Source: an optimization exercise on an open RTL-to-GDS flow (aim: small area, a short achievable clock period and few clock cycles per item). Production flows keep margins and buffers that such runs may drop. Where RTL was checked, it was by simulation tests only, not by an equivalence proof against the original. Power and IR drop assume default switching activity.

== oak ==
Design conv_acc, start of the top module:
module conv_acc
(
    input  logic        clk,
    input  logic        arst_n,
    input  logic        wb_cyc,
    input  logic        wb_stb,
    input  logic        wb_we,
    input  logic [1:0]  wb_adr,
    input  logic [31:0] wb_dat_i,
    output logic        wb_ack,
    output logic [31:0] wb_dat_o
);
    localparam int DEPTH = conv_pkg::RES_DEPTH - 1;
    logic               req;
    logic               wr_operand;
    logic               rd_result;
    logic               wr_clear;
    logic               accept;
    logic               pop;
    logic               full;
    conv_pkg::operand_t op;
    logic [15:0]        cs_a;
    logic [15:0]        cs_b;
    logic               cs_c;
    logic               stage_v;
    logic [15:0]        st_a;
    logic [15:0]        st_b;
    logic               st_c;
    logic [15:0]        mac;
    logic               head_v;
    logic [15:0]        head;
    logic [15:0]        mem [DEPTH];
    logic [4:0]         nrsel;
    logic [4:0]         rsel;
    logic               more;
    logic               shift;
    logic               take;
    logic               head_en;
    logic [DEPTH-1:0]   pick;
    logic [15:0]        oldest;
    logic [15:0]        head_d;
    logic               overflow;
    logic               underflow;
    logic               busy;
    logic [3:0]         status;
    logic [1:0]         adr_n;
    assign req        = wb_cyc && wb_stb;
    assign wb_ack     = req;
    assign wr_operand = req &&  wb_we && !wb_adr[1] && !wb_adr[0];
    assign rd_result  = req && !wb_we && !wb_adr[1] &&  wb_adr[0];
    assign wr_clear   = req &&  wb_we &&  wb_adr[1] &&  wb_adr[0];
    assign rsel   = ~nrsel;
    assign more   = !rsel[4];
    assign full   = head_v && ((rsel == 5'd14) || (stage_v && (rsel == 5'd13)));
    assign accept = wr_operand && !full;
    assign pop    = rd_result && head_v;
    assign shift   = stage_v && head_v && (more || !pop);
    assign take    = pop && more;
    assign head_en = pop || (stage_v && !head_v);
    always_ff @(posedge clk or negedge arst_n) begin
        if (!arst_n) begin
            stage_v   <= 1'b0;
            head_v    <= 1'b0;
            nrsel     <= '0;
            overflow  <= 1'b0;
            underflow <= 1'b0;
        end else begin
  ...
For scale: roughly 830 cells after synthesis, ~0.013 mm² of cells after synthesis.
==> module conv_rd_bit, before the edit <==
module conv_rd_bit #(
    parameter bit HAS_ST = 1'b0
)
(
    input  logic [1:0] adr,
    input  logic [1:0] adr_n,
    input  logic       res,
    input  logic       st,
    output logic       dat
);
    if (HAS_ST) begin : g_st
        assign dat = (adr[0] && adr_n[1] && res) || (adr[1] && adr_n[0] && st);
    end else begin : g_res
        assign dat = adr[0] && !adr[1] && res;
    end
endmodule
==> module conv_acc, before the edit <==
module conv_acc
(
    input  logic        clk,
    input  logic        arst_n,
    input  logic        wb_cyc,
    input  logic        wb_stb,
    input  logic        wb_we,
    input  logic [1:0]  wb_adr,
    input  logic [31:0] wb_dat_i,
    output logic        wb_ack,
    output logic [31:0] wb_dat_o
);
    localparam int DEPTH = conv_pkg::RES_DEPTH - 1;
    logic               req;
    logic               wr_operand;
    logic               rd_result;
    logic               wr_clear;
    logic               accept;
    logic               pop;
    logic               full;
    conv_pkg::operand_t op;
    logic [15:0]        cs_a;
    logic [15:0]        cs_b;
    logic               cs_c;
    logic               stage_v;
    logic [15:0]        st_a;
    logic [15:0]        st_b;
    logic               st_c;
    logic [15:0]        mac;
    logic               head_v;
    logic [15:0]        head;
    logic [15:0]        mem [DEPTH];
    logic [4:0]         nrsel;
    logic [4:0]         rsel;
    logic               more;
    logic               shift;
    logic               take;
    logic               head_en;
    logic [DEPTH-1:0]   pick;
    logic [15:0]        oldest;
    logic [15:0]        head_d;
    logic               overflow;
    logic               underflow;
    logic               busy;
    logic [3:0]         status;
    logic [1:0]         adr_n;
    assign req        = wb_cyc && wb_stb;
    assign wb_ack     = req;
    assign wr_operand = req &&  wb_we && !wb_adr[1] && !wb_adr[0];
    assign rd_result  = req && !wb_we && !wb_adr[1] &&  wb_adr[0];
    assign wr_clear   = req &&  wb_we &&  wb_adr[1] &&  wb_adr[0];
    assign rsel   = ~nrsel;
    assign more   = !rsel[4];
    assign full   = head_v && ((rsel == 5'd14) || (stage_v && (rsel == 5'd13)));
    assign accept = wr_operand && !full;
    assign pop    = rd_result && head_v;
    assign shift   = stage_v && head_v && (more || !pop);
    assign take    = pop && more;
    assign head_en = pop || (stage_v && !head_v);
    always_ff @(posedge clk or negedge arst_n) begin
        if (!arst_n) begin
            stage_v   <= 1'b0;
            head_v    <= 1'b0;
            nrsel     <= '0;
            overflow  <= 1'b0;
            underflow <= 1'b0;
        end else begin
            stage_v <= accept;
            if (pop && !more && !stage_v) begin
                head_v <= 1'b0;
            end else if (stage_v) begin
                head_v <= 1'b1;
            end
            case ({shift, take})
                2'b10:   nrsel <= nrsel - 1'b1;
                2'b01:   nrsel <= nrsel + 1'b1;
                default: nrsel <= nrsel;
            endcase
            if (wr_clear) begin
                overflow  <= 1'b0;
                underflow <= 1'b0;
            end else begin
                if (wr_operand && full)   overflow  <= 1'b1;
                if (rd_result && !head_v) underflow <= 1'b1;
            end
        end
    end
    assign op = conv_pkg::operand_t'(wb_dat_i);
    conv_mac_cs u_mac (
        .f     (op.fltr),
        .x     (op.ifmap),
        .psum  (op.psum),
        .row_a (cs_a),
        .row_b (cs_b),
        .cin   (cs_c)
    );
    always_ff @(posedge clk) begin
        st_a <= cs_a;
        st_b <= cs_b;
        st_c <= cs_c;
    end
    conv_add16 u_add (
        .a  (st_a),
        .b  (st_b),
        .ci (st_c),
        .s  (mac)
    );
    always_comb begin
        for (int i = 0; i < DEPTH; i++) begin
            pick[i] = (rsel[3:0] == i);
        end
    end
    for (genvar b = 0; b < 16; b++) begin : g_pick
        logic [DEPTH-1:0] col;
        for (genvar i = 0; i < DEPTH; i++) begin : g_col
            assign col[i] = mem[i][b];
        end
        conv_pick #(.N(DEPTH)) u_pick (
            .sel (pick),
            .d   (col),
            .q   (oldest[b])
        );
    end
    assign head_d = more ? oldest : (stage_v ? mac : 16'd0);
    always_ff @(posedge clk or negedge arst_n) begin
        if (!arst_n) begin
            head <= '0;
        end else if (head_en) begin
            head <= head_d;
        end
    end
    always_ff @(posedge clk) begin
        if (shift) begin
            mem[0] <= mac;
            for (int i = 1; i < DEPTH; i++) begin
                mem[i] <= mem[i-1];
            end
        end
    end
    assign adr_n  = ~wb_adr;
    assign busy   = head_v || stage_v;
    assign status = {busy, !busy, underflow, overflow};
    for (genvar b = 0; b < 16; b++) begin : g_rd
        conv_rd_bit #(.HAS_ST(b < 4)) u_rd (
            .adr    (wb_adr),
            .adr_n  (adr_n),
            .res    (head[b]),
            .st     ((b < 4) ? status[b % 4] : 1'b0),
            .dat    (wb_dat_o[b])
        );
    end
    assign wb_dat_o[31:16] = '0;
endmodule
clock: 7.0 ns
lec_check: 0
cap_margin: 20
core_margin: 2
core_utilization: 60
cts_buf_list: sky130_fd_sc_hd__clkbuf_16
cts_cluster_diameter: 120
cts_cluster_size: 30
setup_slack_margin: 3.8
slew_margin: 20
synth_hierarchical: 1
tns_end_percent: 100
run.sh (not shown) runs the stock make flow with config.mk's settings and CLKGATE_MAP_FILE= SYNTH_SCRIPT=/design/flow/synth_recipe.tcl, a recipe that flattens the netlist after the stock synthesis.
> inputs changed (oak -> pine)
--- a/flow/design.v
+++ b/flow/design.v
@@ -446,17 +446,16 @@
 module conv_rd_bit #(
     parameter bit HAS_ST = 1'b0
 )
 (
     input  logic [1:0] adr,
-    input  logic [1:0] adr_n,
     input  logic       res,
     input  logic       st,
     output logic       dat
 );
     if (HAS_ST) begin : g_st
-        assign dat = (adr[0] && adr_n[1] && res) || (adr[1] && adr_n[0] && st);
+        assign dat = (adr[0] && !adr[1] && res) || (adr[1] && !adr[0] && st);
     end else begin : g_res
         assign dat = adr[0] && !adr[1] && res;
     end
 endmodule
 module conv_pick #(
@@ -512,11 +511,10 @@
     logic [15:0]        head_d;
     logic               overflow;
     logic               underflow;
     logic               busy;
     logic [3:0]         status;
-    logic [1:0]         adr_n;
     assign req        = wb_cyc && wb_stb;
     assign wb_ack     = req;
     assign wr_operand = req &&  wb_we && !wb_adr[1] && !wb_adr[0];
     assign rd_result  = req && !wb_we && !wb_adr[1] &&  wb_adr[0];
     assign wr_clear   = req &&  wb_we &&  wb_adr[1] &&  wb_adr[0];
@@ -606,17 +604,15 @@
             for (int i = 1; i < DEPTH; i++) begin
                 mem[i] <= mem[i-1];
             end
         end
     end
-    assign adr_n  = ~wb_adr;
     assign busy   = head_v || stage_v;
     assign status = {busy, !busy, underflow, overflow};
     for (genvar b = 0; b < 16; b++) begin : g_rd
         conv_rd_bit #(.HAS_ST(b < 4)) u_rd (
             .adr    (wb_adr),
-            .adr_n  (adr_n),
             .res    (head[b]),
             .st     ((b < 4) ? status[b % 4] : 1'b0),
             .dat    (wb_dat_o[b])
         );
     end
==> comparison <==
Clock skew after layout delta (pine − oak): favourable
Max flip-flop and latch share of the layout cell area across pine and oak: pine
Looking at pine and oak, the number of non-filler instances in the completed layout is a wash.
Re all-layer global routing usage: pine and oak aren't equal, and the lower value belongs to pine.
Relative to oak, switching power as a share of total power decreased by 0.49 points in pine.
Testbench counts of pine, summed over its fixed seeds: cycles 9,600, items 3,200.
Function not checked in oak: the RTL went through the layout flow alone.

* * *

== tundra ==
Another version of the RTL of conv_acc (not shown whole).
For scale: ~800 cells after synthesis, about 300 flip-flops, roughly 13000 um2 of cells after synthesis.
==> module conv_rd_bit, before the edit <==
module conv_rd_bit #(
    parameter bit HAS_ST = 1'b0
)
(
    input  logic [1:0] adr,
    input  logic       head_v,
    input  logic       res,
    input  logic       st,
    output logic       dat
);
    if (HAS_ST) begin : g_st
        assign dat = (adr[0] && !adr[1] && head_v && res) || (adr[1] && !adr[0] && st);
    end else begin : g_res
        assign dat = adr[0] && !adr[1] && head_v && res;
    end
endmodule
==> module conv_acc, before the edit <==
module conv_acc
(
    input  logic        clk,
    input  logic        arst_n,
    input  logic        wb_cyc,
    input  logic        wb_stb,
    input  logic        wb_we,
    input  logic [1:0]  wb_adr,
    input  logic [31:0] wb_dat_i,
    output logic        wb_ack,
    output logic [31:0] wb_dat_o
);
    localparam int DEPTH = conv_pkg::RES_DEPTH - 1;
    logic               req;
    logic               wr_operand;
    logic               rd_result;
    logic               wr_clear;
    logic               accept;
    logic               pop;
    logic               full;
    conv_pkg::operand_t op;
    logic [15:0]        cs_a;
    logic [15:0]        cs_b;
    logic               stage_v;
    logic [15:0]        st_a;
    logic [15:0]        st_b;
    logic [15:0]        mac;
    logic               head_v;
    logic [15:0]        head;
    logic [15:0]        mem [DEPTH];
    logic [4:0]         nrsel;
    logic [4:0]         rsel;
    logic               more;
    logic               shift;
    logic               take;
    logic               head_en;
    logic [DEPTH-1:0]   pick;
    logic [15:0]        oldest;
    logic [15:0]        head_d;
    logic               overflow;
    logic               underflow;
    logic               busy;
    logic [3:0]         status;
    assign req        = wb_cyc && wb_stb;
    assign wb_ack     = req;
    assign wr_operand = req &&  wb_we && !wb_adr[1] && !wb_adr[0];
    assign rd_result  = req && !wb_we && !wb_adr[1] &&  wb_adr[0];
    assign wr_clear   = req &&  wb_we &&  wb_adr[1] &&  wb_adr[0];
    assign rsel   = ~nrsel;
    assign more   = !rsel[4];
    assign full   = head_v && ((rsel == 5'd14) || (stage_v && (rsel == 5'd13)));
    assign accept = wr_operand && !full;
    assign pop    = rd_result && head_v;
    assign shift   = stage_v && head_v && (more || !pop);
    assign take    = pop && more;
    assign head_en = pop || (stage_v && !head_v);
    always_ff @(posedge clk or negedge arst_n) begin
        if (!arst_n) begin
            stage_v   <= 1'b0;
            head_v    <= 1'b0;
            nrsel     <= '0;
            overflow  <= 1'b0;
            underflow <= 1'b0;
        end else begin
            stage_v <= accept;
            if (pop && !more && !stage_v) begin
                head_v <= 1'b0;
            end else if (stage_v) begin
                head_v <= 1'b1;
            end
            case ({shift, take})
                2'b10:   nrsel <= nrsel - 1'b1;
                2'b01:   nrsel <= nrsel + 1'b1;
                default: nrsel <= nrsel;
            endcase
            if (wr_clear) begin
                overflow  <= 1'b0;
                underflow <= 1'b0;
            end else begin
                if (wr_operand && full)   overflow  <= 1'b1;
                if (rd_result && !head_v) underflow <= 1'b1;
            end
        end
    end
    assign op = conv_pkg::operand_t'(wb_dat_i);
    conv_mac_cs u_mac (
        .f     (op.fltr),
        .x     (op.ifmap),
        .psum  (op.psum),
        .row_a (cs_a),
        .row_b (cs_b)
    );
    always_ff @(posedge clk) begin
        st_a <= cs_a;
        st_b <= cs_b;
    end
    conv_add16 u_add (
        .a (st_a),
        .b (st_b),
        .s (mac)
    );
    always_comb begin
        for (int i = 0; i < DEPTH; i++) begin
            pick[i] = (rsel[3:0] == i);
        end
    end
    for (genvar b = 0; b < 16; b++) begin : g_pick
        logic [DEPTH-1:0] col;
        for (genvar i = 0; i < DEPTH; i++) begin : g_col
            assign col[i] = mem[i][b];
        end
        conv_pick #(.N(DEPTH)) u_pick (
            .sel (pick),
            .d   (col),
            .q   (oldest[b])
        );
    end
    assign head_d = more ? oldest : mac;
    always_ff @(posedge clk) begin
        if (head_en) begin
            head <= head_d;
        end
    end
    always_ff @(posedge clk) begin
        if (shift) begin
            mem[0] <= mac;
            for (int i = 1; i < DEPTH; i++) begin
                mem[i] <= mem[i-1];
            end
        end
    end
    assign busy   = head_v || stage_v;
    assign status = {busy, !busy, underflow, overflow};
    for (genvar b = 0; b < 16; b++) begin : g_rd
        conv_rd_bit #(.HAS_ST(b < 4)) u_rd (
            .adr    (wb_adr),
            .head_v (head_v),
            .res    (head[b]),
            .st     ((b < 4) ? status[b % 4] : 1'b0),
            .dat    (wb_dat_o[b])
        );
    end
    assign wb_dat_o[31:16] = '0;
endmodule
Settings: LEC_CHECK=0, CAP_MARGIN=20, CORE_MARGIN=2, CORE_UTILIZATION=65, CTS_BUF_LIST=sky130_fd_sc_hd__clkbuf_16, CTS_CLUSTER_DIAMETER=120, CTS_CLUSTER_SIZE=30, SETUP_SLACK_MARGIN=3.8, SLEW_MARGIN=20, SYNTH_HIERARCHICAL=1, TNS_END_PERCENT=100; clock period 7.0 ns.
--- input diff tundra..nickel ---
-- flow/design.v --
<<< tundra, line 463
(
    input  logic [1:0] adr,
    input  logic       head_v,
    input  logic       res,
    input  logic       st,
>>> nickel, line 463
(
    input  logic [1:0] adr,
    input  logic       res,
    input  logic       st,
<<< tundra, line 469
);
    if (HAS_ST) begin : g_st
        assign dat = (adr[0] && !adr[1] && head_v && res) || (adr[1] && !adr[0] && st);
    end else begin : g_res
        assign dat = adr[0] && !adr[1] && head_v && res;
    end
endmodule
>>> nickel, line 468
);
    if (HAS_ST) begin : g_st
        assign dat = (adr[0] && !adr[1] && res) || (adr[1] && !adr[0] && st);
    end else begin : g_res
        assign dat = adr[0] && !adr[1] && res;
    end
endmodule
<<< tundra, line 601
        );
    end
    assign head_d = more ? oldest : mac;
    always_ff @(posedge clk) begin
        if (head_en) begin
            head <= head_d;
        end
>>> nickel, line 600
        );
    end
    assign head_d = more ? oldest : (stage_v ? mac : 16'd0);
    always_ff @(posedge clk or negedge arst_n) begin
        if (!arst_n) begin
            head <= '0;
        end else if (head_en) begin
            head <= head_d;
        end
<<< tundra, line 620
        conv_rd_bit #(.HAS_ST(b < 4)) u_rd (
            .adr    (wb_adr),
            .head_v (head_v),
            .res    (head[b]),
            .st     ((b < 4) ? status[b % 4] : 1'b0),
>>> nickel, line 621
        conv_rd_bit #(.HAS_ST(b < 4)) u_rd (
            .adr    (wb_adr),
            .res    (head[b]),
            .st     ((b < 4) ? status[b % 4] : 1'b0),
Findings:
Taking tundra as the reference, in nickel global routing usage summed across all routing layers shows no meaningful change; arithmetic-cell share of the synthesized area counting full adders, half adders and majority gates shows no meaningful change; design area shows an increase of about 2%; total power shows no meaningful change; synthesized cell count shows an increase of about 5%.
Testbench counts of nickel, summed over its fixed seeds: cycles 9,600, items 3,200.
For tundra, only the layout was checked, not whether the RTL still works.

[afterwards: timing with drivers on the ports]
The flow's constraints put no driver on any port. The routed layouts listed below were extracted and timed again, unchanged, in two steps.
Step 1 (the two cells are an assumption about what drives the block):
set clk [get_ports {clk}]
set_driving_cell -lib_cell sky130_fd_sc_hd__clkbuf_16 $clk
set_driving_cell -lib_cell sky130_fd_sc_hd__buf_2 [delete_from_list [all_inputs] $clk]
Step 2 adds t to the input delays and takes it off the output delays; t is the mean of the earliest and latest rising clock arrival at the registers after step 1. Input paths then give back, and output paths get back, about the clock's delay inside the block.
Slacks: ideal / step 1 / step 2; pairs: ideal / step 1.
| run | t (ns) | setup slack, ns | clock arrival spread, ns | cell pins on the clock port's net |
|---|---|---|---|---|
| oak | 0.542 | 3.732 / 3.466 / 3.162 | 0.037 / 0.037 | 1 |
| pine | 0.525 | 3.717 / 3.484 / 3.126 | 0.021 / 0.020 | 1 |
| tundra | 0.535 | 3.632 / 3.445 / 3.162 | 0.023 / 0.024 | 1 |
| nickel | 0.524 | 3.688 / 3.452 / 3.167 | 0.016 / 0.016 | 1 |
After both steps setup and hold are still met in every run listed. For pine, which loses most, drivers alone change the setup slack by -0.233 ns; drivers and shift together by -0.591 ns.
